This design comes from an exercise in tuning for small area and a short achievable clock period on the open sky130 flow, not from production work.
Function was checked by simulation only, so behaviour that the tests miss may differ from the original.
Power figures rest on the tool's default switching activity, not on a simulated workload.

`flow/design.v`:
```
package regfile_pkg;
  localparam int unsigned XLEN_DEFAULT  = 32;
  localparam int unsigned NREGS_DEFAULT = 32;
  typedef logic [XLEN_DEFAULT-1:0]          reg_data_t;
  typedef logic [$clog2(NREGS_DEFAULT)-1:0] reg_addr_t;
  localparam int unsigned ZERO_REG = 0;
endpackage
import regfile_pkg::*;
module regfile_scoreboard
#(
  parameter int unsigned NREGS = NREGS_DEFAULT,
  parameter int unsigned AW    = $clog2(NREGS)
) (
  input  logic             clk_i,
  input  logic             reset_i,
  input  logic             issue_en_i,
  input  logic [AW-1:0]    issue_addr_i,
  input  logic             wrt_en_i,
  input  logic [AW-1:0]    wrt_addr_i,
  input  logic [NREGS-1:1] wrt_dec_n_i,
  input  logic             flush_i,
  output logic [NREGS-1:0] pending_o,
  output logic             issue_ok_o,
  output logic             wb_unexp_o
);
  logic [NREGS-1:1] pending_q, pending_d;
  logic             wb_unexp_q, wb_unexp_d;
  logic [3:0]       iss_lo, iss_lo_set;
  logic [7:0]       iss_hi, grp;
  logic             iss_set, keep, iss_byp, iss_pend;
  regfile_predec u_pd_iss (.addr_i(issue_addr_i), .lo_o(iss_lo), .hi_o(iss_hi));
  regfile_and2b u_iss_set (.a_n_i(reset_i), .b_i(issue_en_i), .y_o(iss_set));
  regfile_nor2  u_keep (.a_i({flush_i, reset_i}), .y_o(keep));
  for (genvar k = 0; k < 4; k++) begin : g_set
    regfile_and2 u_and (.a_i({iss_lo[k], iss_set}), .y_o(iss_lo_set[k]));
  end
  for (genvar i = 1; i < int'(NREGS); i++) begin : g_next
    regfile_ao32 u_next (
      .a_i ({pending_q[i], keep, wrt_dec_n_i[i]}),
      .b_i ({iss_lo_set[i%4], iss_hi[i/4]}),
      .y_o (pending_d[i])
    );
  end
  regfile_wb_unexp #(.N(NREGS-1)) u_wbu (
    .dec_n_i  (wrt_dec_n_i),
    .pend_i   (pending_q),
    .unexp_o  (wb_unexp_d)
  );
  always_ff @(posedge clk_i) begin
    pending_q  <= pending_d;
    wb_unexp_q <= wb_unexp_d;
  end
  for (genvar h = 0; h < 8; h++) begin : g_grp
    regfile_ao4 u_ao (
      .a_i (iss_lo),
      .b_i ((h == 0) ? {pending_q[3:1], 1'b0} : pending_q[4*h +: 4]),
      .y_o (grp[h])
    );
  end
  regfile_ao8 u_iss_pend (.a_i(iss_hi), .b_i(grp), .y_o(iss_pend));
  regfile_bypmatch u_iss_byp (
    .rd_addr_i (issue_addr_i),
    .wr_addr_i (wrt_addr_i),
    .wr_en_i   (wrt_en_i),
    .reset_i   (reset_i),
    .byp_o     (iss_byp)
  );
  regfile_or2b u_iss_ok (.a_i(iss_byp), .b_n_i(iss_pend), .y_o(issue_ok_o));
  assign pending_o  = {pending_q, 1'b0};
  assign wb_unexp_o = wb_unexp_q;
endmodule
module regfile_ao32 (
  input  logic [2:0] a_i,
  input  logic [1:0] b_i,
  output logic       y_o
);
  assign y_o = &a_i | &b_i;
endmodule
module regfile_ao4 (
  input  logic [3:0] a_i,
  input  logic [3:0] b_i,
  output logic       y_o
);
  assign y_o = |(a_i & b_i);
endmodule
module regfile_wb_unexp #(
  parameter int unsigned N = 31
) (
  input  logic [N-1:0] dec_n_i,
  input  logic [N-1:0] pend_i,
  output logic         unexp_o
);
  assign unexp_o = |(~dec_n_i & ~pend_i);
endmodule
import regfile_pkg::*;
module regfile_sb
#(
  parameter int unsigned XLEN  = XLEN_DEFAULT,
  parameter int unsigned NREGS = NREGS_DEFAULT,
  parameter int unsigned AW    = $clog2(NREGS)
) (
  input  logic            clk,
  input  logic            reset,
  input  logic [AW-1:0]   rg_rd_addr1,
  input  logic [AW-1:0]   rg_rd_addr2,
  output logic [XLEN-1:0] rg_rd_data1,
  output logic [XLEN-1:0] rg_rd_data2,
  output logic            rg_rd_rdy1,
  output logic            rg_rd_rdy2,
  input  logic            issue_en,
  input  logic [AW-1:0]   issue_addr,
  output logic            issue_ok,
  input  logic            rg_wrt_en,
  input  logic [AW-1:0]   rg_wrt_addr,
  input  logic [XLEN-1:0] rg_wrt_data,
  input  logic            flush,
  output logic            wb_unexp
);
  logic [3:0]       rd1_lo, rd2_lo, wr_lo;
  logic [7:0]       rd1_hi, rd2_hi, wr_hi;
  logic             wr_ok;
  logic [1:0][NREGS-1:1] rd1_sel, rd2_sel;
  logic [NREGS-1:1] wr_dec_n, wr_en;
  logic [1:0]       rd1_byp, rd2_byp;
  logic [NREGS-1:0] pending;
  logic [XLEN-1:0]  wrt_data_r;
  logic [NREGS-1:1][XLEN-1:0] mem_q;
  logic [4:0] rd1_a_n, rd2_a_n;
  regfile_inv5 u_inv_rd1 (.a_i(rg_rd_addr1), .y_o(rd1_a_n));
  regfile_inv5 u_inv_rd2 (.a_i(rg_rd_addr2), .y_o(rd2_a_n));
  for (genvar k = 0; k < 4; k++) begin : g_rd_lo
    regfile_nor2 u_lo1 (.a_i({k[1] ? rd1_a_n[1] : rg_rd_addr1[1],
                              k[0] ? rd1_a_n[0] : rg_rd_addr1[0]}), .y_o(rd1_lo[k]));
    regfile_nor2 u_lo2 (.a_i({k[1] ? rd2_a_n[1] : rg_rd_addr2[1],
                              k[0] ? rd2_a_n[0] : rg_rd_addr2[0]}), .y_o(rd2_lo[k]));
  end
  for (genvar m = 0; m < 8; m++) begin : g_rd_hi
    regfile_and3 u_hi1 (.a_i({m[2] ? rg_rd_addr1[4] : rd1_a_n[4],
                              m[1] ? rg_rd_addr1[3] : rd1_a_n[3],
                              m[0] ? rg_rd_addr1[2] : rd1_a_n[2]}), .y_o(rd1_hi[m]));
    regfile_and3 u_hi2 (.a_i({m[2] ? rg_rd_addr2[4] : rd2_a_n[4],
                              m[1] ? rg_rd_addr2[3] : rd2_a_n[3],
                              m[0] ? rg_rd_addr2[2] : rd2_a_n[2]}), .y_o(rd2_hi[m]));
  end
  logic [4:0] wr_a_n;
  regfile_inv5 u_inv_wr (.a_i(rg_wrt_addr), .y_o(wr_a_n));
  for (genvar k = 0; k < 4; k++) begin : g_wr_lo
    regfile_nor2 u_lo (.a_i({k[1] ? wr_a_n[1] : rg_wrt_addr[1],
                             k[0] ? wr_a_n[0] : rg_wrt_addr[0]}), .y_o(wr_lo[k]));
  end
  for (genvar m = 0; m < 8; m++) begin : g_wr_hi
    regfile_and3 u_hi (.a_i({m[2] ? rg_wrt_addr[4] : wr_a_n[4],
                             m[1] ? rg_wrt_addr[3] : wr_a_n[3],
                             m[0] ? rg_wrt_addr[2] : wr_a_n[2]}), .y_o(wr_hi[m]));
  end
  regfile_and2b u_wr_ok (.a_n_i(reset), .b_i(rg_wrt_en), .y_o(wr_ok));
  for (genvar i = 1; i < int'(NREGS); i++) begin : g_dec
    regfile_nand3 u_wdec (.a_i({wr_lo[i%4], wr_hi[i/4], wr_ok}), .y_o(wr_dec_n[i]));
    for (genvar c = 0; c < 2; c++) begin : g_cp
      regfile_and3 u_sel1 (.a_i({rd1_lo[i%4], rd1_hi[i/4], wr_dec_n[i]}), .y_o(rd1_sel[c][i]));
      regfile_and3 u_sel2 (.a_i({rd2_lo[i%4], rd2_hi[i/4], wr_dec_n[i]}), .y_o(rd2_sel[c][i]));
    end
    regfile_or2b u_wen (.a_i(reset), .b_n_i(wr_dec_n[i]), .y_o(wr_en[i]));
  end
  for (genvar c = 0; c < 2; c++) begin : g_byp
    regfile_bypmatch u_byp1 (
      .rd_addr_i (rg_rd_addr1),
      .wr_addr_i (rg_wrt_addr),
      .wr_en_i   (rg_wrt_en),
      .reset_i   (reset),
      .byp_o     (rd1_byp[c])
    );
    regfile_bypmatch u_byp2 (
      .rd_addr_i (rg_rd_addr2),
      .wr_addr_i (rg_wrt_addr),
      .wr_en_i   (rg_wrt_en),
      .reset_i   (reset),
      .byp_o     (rd2_byp[c])
    );
  end
  regfile_gate_data #(.XLEN(XLEN)) u_wdata (
    .data_i  (rg_wrt_data),
    .reset_i (reset),
    .data_o  (wrt_data_r)
  );
  always_ff @(posedge clk) begin
    for (int i = 1; i < int'(NREGS); i++)
      if (wr_en[i]) mem_q[i] <= wrt_data_r;
  end
  regfile_scoreboard #(
    .NREGS (NREGS),
    .AW    (AW)
  ) u_scoreboard (
    .clk_i        (clk),
    .reset_i      (reset),
    .issue_en_i   (issue_en),
    .issue_addr_i (issue_addr),
    .wrt_en_i     (rg_wrt_en),
    .wrt_addr_i   (rg_wrt_addr),
    .wrt_dec_n_i  (wr_dec_n),
    .flush_i      (flush),
    .pending_o    (pending),
    .issue_ok_o   (issue_ok),
    .wb_unexp_o   (wb_unexp)
  );
  logic [XLEN-1:0][NREGS-1:0] col;
  always_comb begin
    for (int b = 0; b < int'(XLEN); b++) begin
      col[b][0] = rg_wrt_data[b];
      for (int i = 1; i < int'(NREGS); i++) col[b][i] = mem_q[i][b];
    end
  end
  for (genvar b = 0; b < int'(XLEN); b++) begin : g_bit
    regfile_rdmux u_rd1 (
      .sel_i  ({rd1_sel[b/16], rd1_byp[b/16]}),
      .data_i (col[b]),
      .y_o    (rg_rd_data1[b])
    );
    regfile_rdmux u_rd2 (
      .sel_i  ({rd2_sel[b/16], rd2_byp[b/16]}),
      .data_i (col[b]),
      .y_o    (rg_rd_data2[b])
    );
  end
  regfile_rdmux #(.INV(1'b1)) u_rdy1 (
    .sel_i  ({rd1_sel[0], rd1_byp[0]}),
    .data_i ({pending[NREGS-1:1], 1'b0}),
    .y_o    (rg_rd_rdy1)
  );
  regfile_rdmux #(.INV(1'b1)) u_rdy2 (
    .sel_i  ({rd2_sel[0], rd2_byp[0]}),
    .data_i ({pending[NREGS-1:1], 1'b0}),
    .y_o    (rg_rd_rdy2)
  );
endmodule
module regfile_predec (
  input  logic [4:0] addr_i,
  output logic [3:0] lo_o,
  output logic [7:0] hi_o
);
  always_comb begin
    for (int k = 0; k < 4; k++) lo_o[k] = (addr_i[1:0] == 2'(k));
    for (int k = 0; k < 8; k++) hi_o[k] = (addr_i[4:2] == 3'(k));
  end
endmodule
module regfile_bypmatch (
  input  logic [4:0] rd_addr_i,
  input  logic [4:0] wr_addr_i,
  input  logic       wr_en_i,
  input  logic       reset_i,
  output logic       byp_o
);
  assign byp_o = wr_en_i & ~reset_i & (rd_addr_i == wr_addr_i) & (rd_addr_i != 5'd0);
endmodule
module regfile_gate_data #(
  parameter int unsigned XLEN = 32
) (
  input  logic [XLEN-1:0] data_i,
  input  logic            reset_i,
  output logic [XLEN-1:0] data_o
);
  assign data_o = data_i & {XLEN{~reset_i}};
endmodule
module regfile_rdmux #(
  parameter bit INV = 1'b0
) (
  input  logic [31:0] sel_i,
  input  logic [31:0] data_i,
  output logic        y_o
);
  logic [3:0] g;
  logic [1:0] h;
  for (genvar k = 0; k < 4; k++) begin : g_grp
    regfile_ao8 u_grp (.a_i(sel_i[8*k +: 8]), .b_i(data_i[8*k +: 8]), .y_o(g[k]));
  end
  regfile_nor2 u_nor0 (.a_i(g[1:0]), .y_o(h[0]));
  regfile_nor2 u_nor1 (.a_i(g[3:2]), .y_o(h[1]));
  if (INV) begin : g_inv
    regfile_and2  u_out (.a_i(h), .y_o(y_o));
  end else begin : g_pos
    regfile_nand2 u_out (.a_i(h), .y_o(y_o));
  end
endmodule
module regfile_ao8 (
  input  logic [7:0] a_i,
  input  logic [7:0] b_i,
  output logic       y_o
);
  assign y_o = |(a_i & b_i);
endmodule
module regfile_inv5 (
  input  logic [4:0] a_i,
  output logic [4:0] y_o
);
  assign y_o = ~a_i;
endmodule
module regfile_and3 (
  input  logic [2:0] a_i,
  output logic       y_o
);
  assign y_o = &a_i;
endmodule
module regfile_and2 (
  input  logic [1:0] a_i,
  output logic       y_o
);
  assign y_o = &a_i;
endmodule
module regfile_or2b (
  input  logic a_i,
  input  logic b_n_i,
  output logic y_o
);
  assign y_o = a_i | ~b_n_i;
endmodule
module regfile_nand4 (
  input  logic [3:0] a_i,
  output logic       y_o
);
  assign y_o = ~&a_i;
endmodule
module regfile_nor2 (
  input  logic [1:0] a_i,
  output logic       y_o
);
  assign y_o = ~|a_i;
endmodule
module regfile_nand3 (
  input  logic [2:0] a_i,
  output logic       y_o
);
  assign y_o = ~&a_i;
endmodule
module regfile_and2b (
  input  logic a_n_i,
  input  logic b_i,
  output logic y_o
);
  assign y_o = ~a_n_i & b_i;
endmodule
module regfile_nand2 (
  input  logic [1:0] a_i,
  output logic       y_o
);
  assign y_o = ~&a_i;
endmodule
```
`flow/flow/run.sh`:
```
#!/bin/bash
# Layout flow: the standard ORFS flow (standard.sh) from synthesis to the
# final layout, with one change: the port buffers that placement inserts on
# every input and output are buf_2 cells instead of the resizer's default pick
# (clkdlybuf4s50_1, a delay cell). The full make output goes to flow.log here;
# ORFS writes each step's log under orfs/logs.
set -euo pipefail
bash standard.sh "BUFFER_PORTS_ARGS=-buffer_cell sky130_fd_sc_hd__buf_2" finish > flow.log 2>&1
```
`flow/standard.sh`:
```
#!/bin/bash
# synth_recipe.tcl (not shown) runs the flow's synth.tcl, then flattens the netlist and writes it again
# the make line also repeats each setting of config.mk as NAME=value (left out here)
make -C /OpenROAD-flow-scripts/flow DESIGN_CONFIG=/design/flow/config.mk WORK_HOME=/design/flow/orfs CLKGATE_MAP_FILE= SYNTH_SCRIPT=/design/flow/synth_recipe.tcl "${@:-finish}"
```
`flow/config.mk`:
```
export PLATFORM = sky130hd
export DESIGN_NAME = regfile_sb
export DESIGN_NICKNAME = regfile_sb
export VERILOG_FILES = /design/flow/design.v
export SDC_FILE = /design/flow/constraint.sdc
export NUM_CORES = 4
export LEC_CHECK = 0
export CAP_MARGIN = 20
export CORE_MARGIN = 2
export CORE_UTILIZATION = 55
export CTS_BUF_LIST = sky130_fd_sc_hd__clkbuf_4
export CTS_CLUSTER_DIAMETER = 40
export CTS_CLUSTER_SIZE = 8
export SETUP_SLACK_MARGIN = 1.5
export SLEW_MARGIN = 20
export SYNTH_HIERARCHICAL = 1
export SYNTH_MINIMUM_KEEP_SIZE = 0
```
`flow/constraint.sdc`:
```
create_clock -name core_clock -period 6.5 [get_ports {clk}]
set_input_delay 1.3000 -clock core_clock [delete_from_list [all_inputs] [get_ports {clk}]]
set_output_delay 1.3000 -clock core_clock [all_outputs]
set_load 0.01 [all_outputs]
```
==> Flow_metrics.wiki <==
{| class="wikitable"
! Metric !! Value
|-
| Die height || 285.7 um
|-
| Final critical delay including setup and external delays || 5098 ps
|-
| Kind of start point of the critical path || primary input
|-
| CTS buffer count || 160
|-
| Fraction of layout instances using a drive strength above 1 || 0.2247
|-
| LEAKAGE || 16.34 nW
|-
| Placement-stage cell area || 46380 um2
|-
| Placeable core region || 78740 um2
|-
| Total of max-cap violations || 0
|-
| Nature of the critical path endpoint || primary output
|-
| RSZ-0062 raised after global routing || true
|-
| I/O pin total || 125
|-
| Post-CTS clock slew at the launch and capture registers of the worst setup and hold paths || 80 ps
|-
| Routed len/inst || 37.20 um
|-
| Met1 layer wirelength in the final routing || 60780 um
|-
| Synthesis-to-finish area growth || 14.85%
|-
| Remaining global-route overflow || 0
|-
| Worst voltage drop across the vdd grid || 0.0001550 V
|-
| Starting utilization of the core area || 0.5541
|-
| Detailed-router iteration count before antenna repair || 9
|-
| Number of global-route vias before repair || 33.11k
|-
| Area of all placed cells without fillers || 50110 um2
|-
| Largest incremental delay on the critical path || 380 ps
|-
| Routed via count || 35.14k
|-
| TritonCTS sink count || 1024
|-
| Maximum buffer depth of the clock tree || 3
|-
| Half-perimeter wire length after detailed placement || 102900 um
|-
| Worst hold path type || flip-flop to flip-flop
|-
| Width of the chip || 285.7 um
|-
| Cell with the largest stage delay on the worst path || sky130_fd_sc_hd__and3_2
|-
| Number of warning messages in the yosys log || 9
|-
| Vias per cell || 7.765
|-
| Worst-skew pair later-pin latency || 1060 ps
|-
| Kind of critical path || primary input to primary output
|-
| # port buffers || 124
|-
| Max-slew headroom at the worst pin || 0.2093
|-
| Crit path cell chain || buf_2 -> nor2b_4 -> buf_4 -> nand3_1 -> buf_4 -> and3_2 -> a22oi_1 -> nand4_1 -> nor2_2 -> and2_1 -> buf_2
|-
| Antenna violation net count after detailed routing || 0
|-
| Gpl congestion || 0.9874
|-
| Total Negative Setup Slacks || 0 ps
|-
| Combined area of all synthesized cells || 43630 um2
|-
| Pins over their slew limit || 0
|-
| Highest routed metal layer || met5
|-
| Critical Path Fanout Max || 17
|-
| Fillers || 5867
|-
| Total power || 0.01370 W
|-
| Total length of routed wires || 168300 um
|-
| GRT Overall Usage || 0.4033
|-
| Crit share post-route || 0.7843
|-
| Required arrival time at the worst endpoint || 5200 ps
|-
| Root buf cell || sky130_fd_sc_hd__clkbuf_4
|-
| Count of mapped cells out of synthesis || 2972
|-
| Net total in the final layout || 3441
|-
| Hold Buf Count CTS || 0
|-
| Worst-margin pin slew || 1186 ps
|-
| Outcome || complete, no violations
|-
| Power density over the cells || 273.3 nW/um2
|-
| Pin count of the biggest net entering global routing || 71
|-
| Worst hold stages || 1
|-
| Number of standard-cell rows in the floorplan || 103
|-
| Setup violations, final || 0
|-
| Met3 Routed Length || 28770 um
|-
| Number of antenna violations at the first check in global routing || 21
|-
| Average size of a mapped cell || 14.68 um2
|-
| First-iteration detailed-routing DRC count || 6671
|-
| Fin. Hold Viols || 0
|-
| Finished Core Util || 0.6364
|-
| Die ar. || 81600 um2
|-
| CP Data Arrival Time || 3800 ps
|-
| Final cell count without fillers || 4526
|-
| Level count of the clock H-tree || 4
|-
| Routed met2 length || 72280 um
|-
| Path depth of the worst reg2reg path || 3
|-
| Maximum clock skew at final layout || 23.61 ps
|-
| Number of design rule violations left after detail routing || 0
|-
| Max frequency || 0.1962 GHz
|-
| Clock tree from TritonCTS || yes
|-
| Placed instance count || 4222
|-
| First-pass GRT wire length || 235400 um
|}
-- layer usage --
metal  up-vias  global-route usage
met4        10              0.1372
met1     17313              0.5727
met2      3346              0.5817
met5         -                   0
met3       518              0.1414
li1      13957                   -
-- critical path: cells and delay by family --
family / cells / cell delay, ps
AOI/OAI and AO/OA: 1 / 220
buffers and inverters: 4 / 770
and+or+nand+nor: 6 / 1490
-- final timing paths --
check / startpoint / end / slack [ps]
worst min register to register: u_scoreboard.pending_q[1] / u_scoreboard.pending_q[1] / 640
worst max register to register: u_scoreboard.pending_q[18] / u_scoreboard.wb_unexp_q / 4710
worst min-delay path: u_scoreboard.pending_q[1] / u_scoreboard.pending_q[1] / 640
worst max-delay path: rg_wrt_en / rg_rd_rdy2 / 1400
-- where the power goes --
part	internal, W	leakage, nW	switching (W)
clock network	0.00197	1.16	0.00231
logic	0.000337	5.34	0.000952
registers	0.00784	9.83	0.000288
total	0.0101	16.3	0.00355
-- cells in the final DEF (no fill, tap or decap), types with 40 or more instances in the layout --
master and n:
sky130_fd_sc_hd__edfxtp_1 992, sky130_fd_sc_hd__a22oi_1 1076, sky130_fd_sc_hd__nand4_1 266, sky130_fd_sc_hd__buf_4 117, sky130_fd_sc_hd__buf_2 119, sky130_fd_sc_hd__nor2_1 83
sky130_fd_sc_hd__nor2_2 40, sky130_fd_sc_hd__clkbuf_4 192, sky130_fd_sc_hd__and3_4 112, sky130_fd_sc_hd__nand2_1 72
-- metrics by stage --
stage	setup slack, ps	hold slack [ps]
after floorplan	2270	545.1
after global placement	698.2	588.1
after detailed placement	634.6	593.5
after CTS	1477	591.7
after global routing	1370	627.0
final	1402	638.8
-- final cells by class --
cell class | instances | area [um2] | share of cell area
sequential | 1024 | 30430 | 0.6073
multi-input combinational | 1923 | 14480 | 0.2890
timing repair buffer | 250 | 1702 | 0.03396
clock buffer | 189 | 1419 | 0.02832
tap | 1050 | 1314 | 0.02622
clock inverter | 47 | 624.3 | 0.01246
inverter | 25 | 93.84 | 0.001873
antenna | 18 | 45.04 | 0.0008989
-- what timing repair did --
item / 4_1_cts / 5_1_grt
pin swaps: 8 / 25
endpoints found under the hold margin: 0 / 0
gates resized for setup: 302 / 75
cloned: 1 / 1
buffers inserted: 23 / 24
setup endpoints to repair: 66 / 66
-- flip-flops by register name, indices dropped and copies added, names as in the netlist --
| signal | count |
|---|---|
| u_scoreboard.wb_unexp_q | 1 |
| mem_q | 992 |
| u_scoreboard.pending_q | 31 |

[static timing again, ports no longer ideal]
In the flow no input, the clock included, has a driving cell. The finished layout below was timed again as built, in two steps.
Step 1 sets driving cells, clkbuf_16 on the clock port and buf_2 on the other inputs (assumed; they add their load-dependent delay and slew).
Step 2 times the ports against the registers' clock, not the clock port: input delays grow and output delays shrink by t, the midpoint of the rising clock arrivals with the driver on.
a / b / c = no drivers / after step 1 / after step 2; a / b = the first two.
t, ns: 1.120
setup WS [ns]: 1.402 / 1.288 / 1.288
slew at the worst register clock pin (ns): 0.10 / 0.10
After both steps setup and hold are still met in this run. The setup slack of this run moves by -0.114 ns with the drivers and by -0.114 ns with both steps.
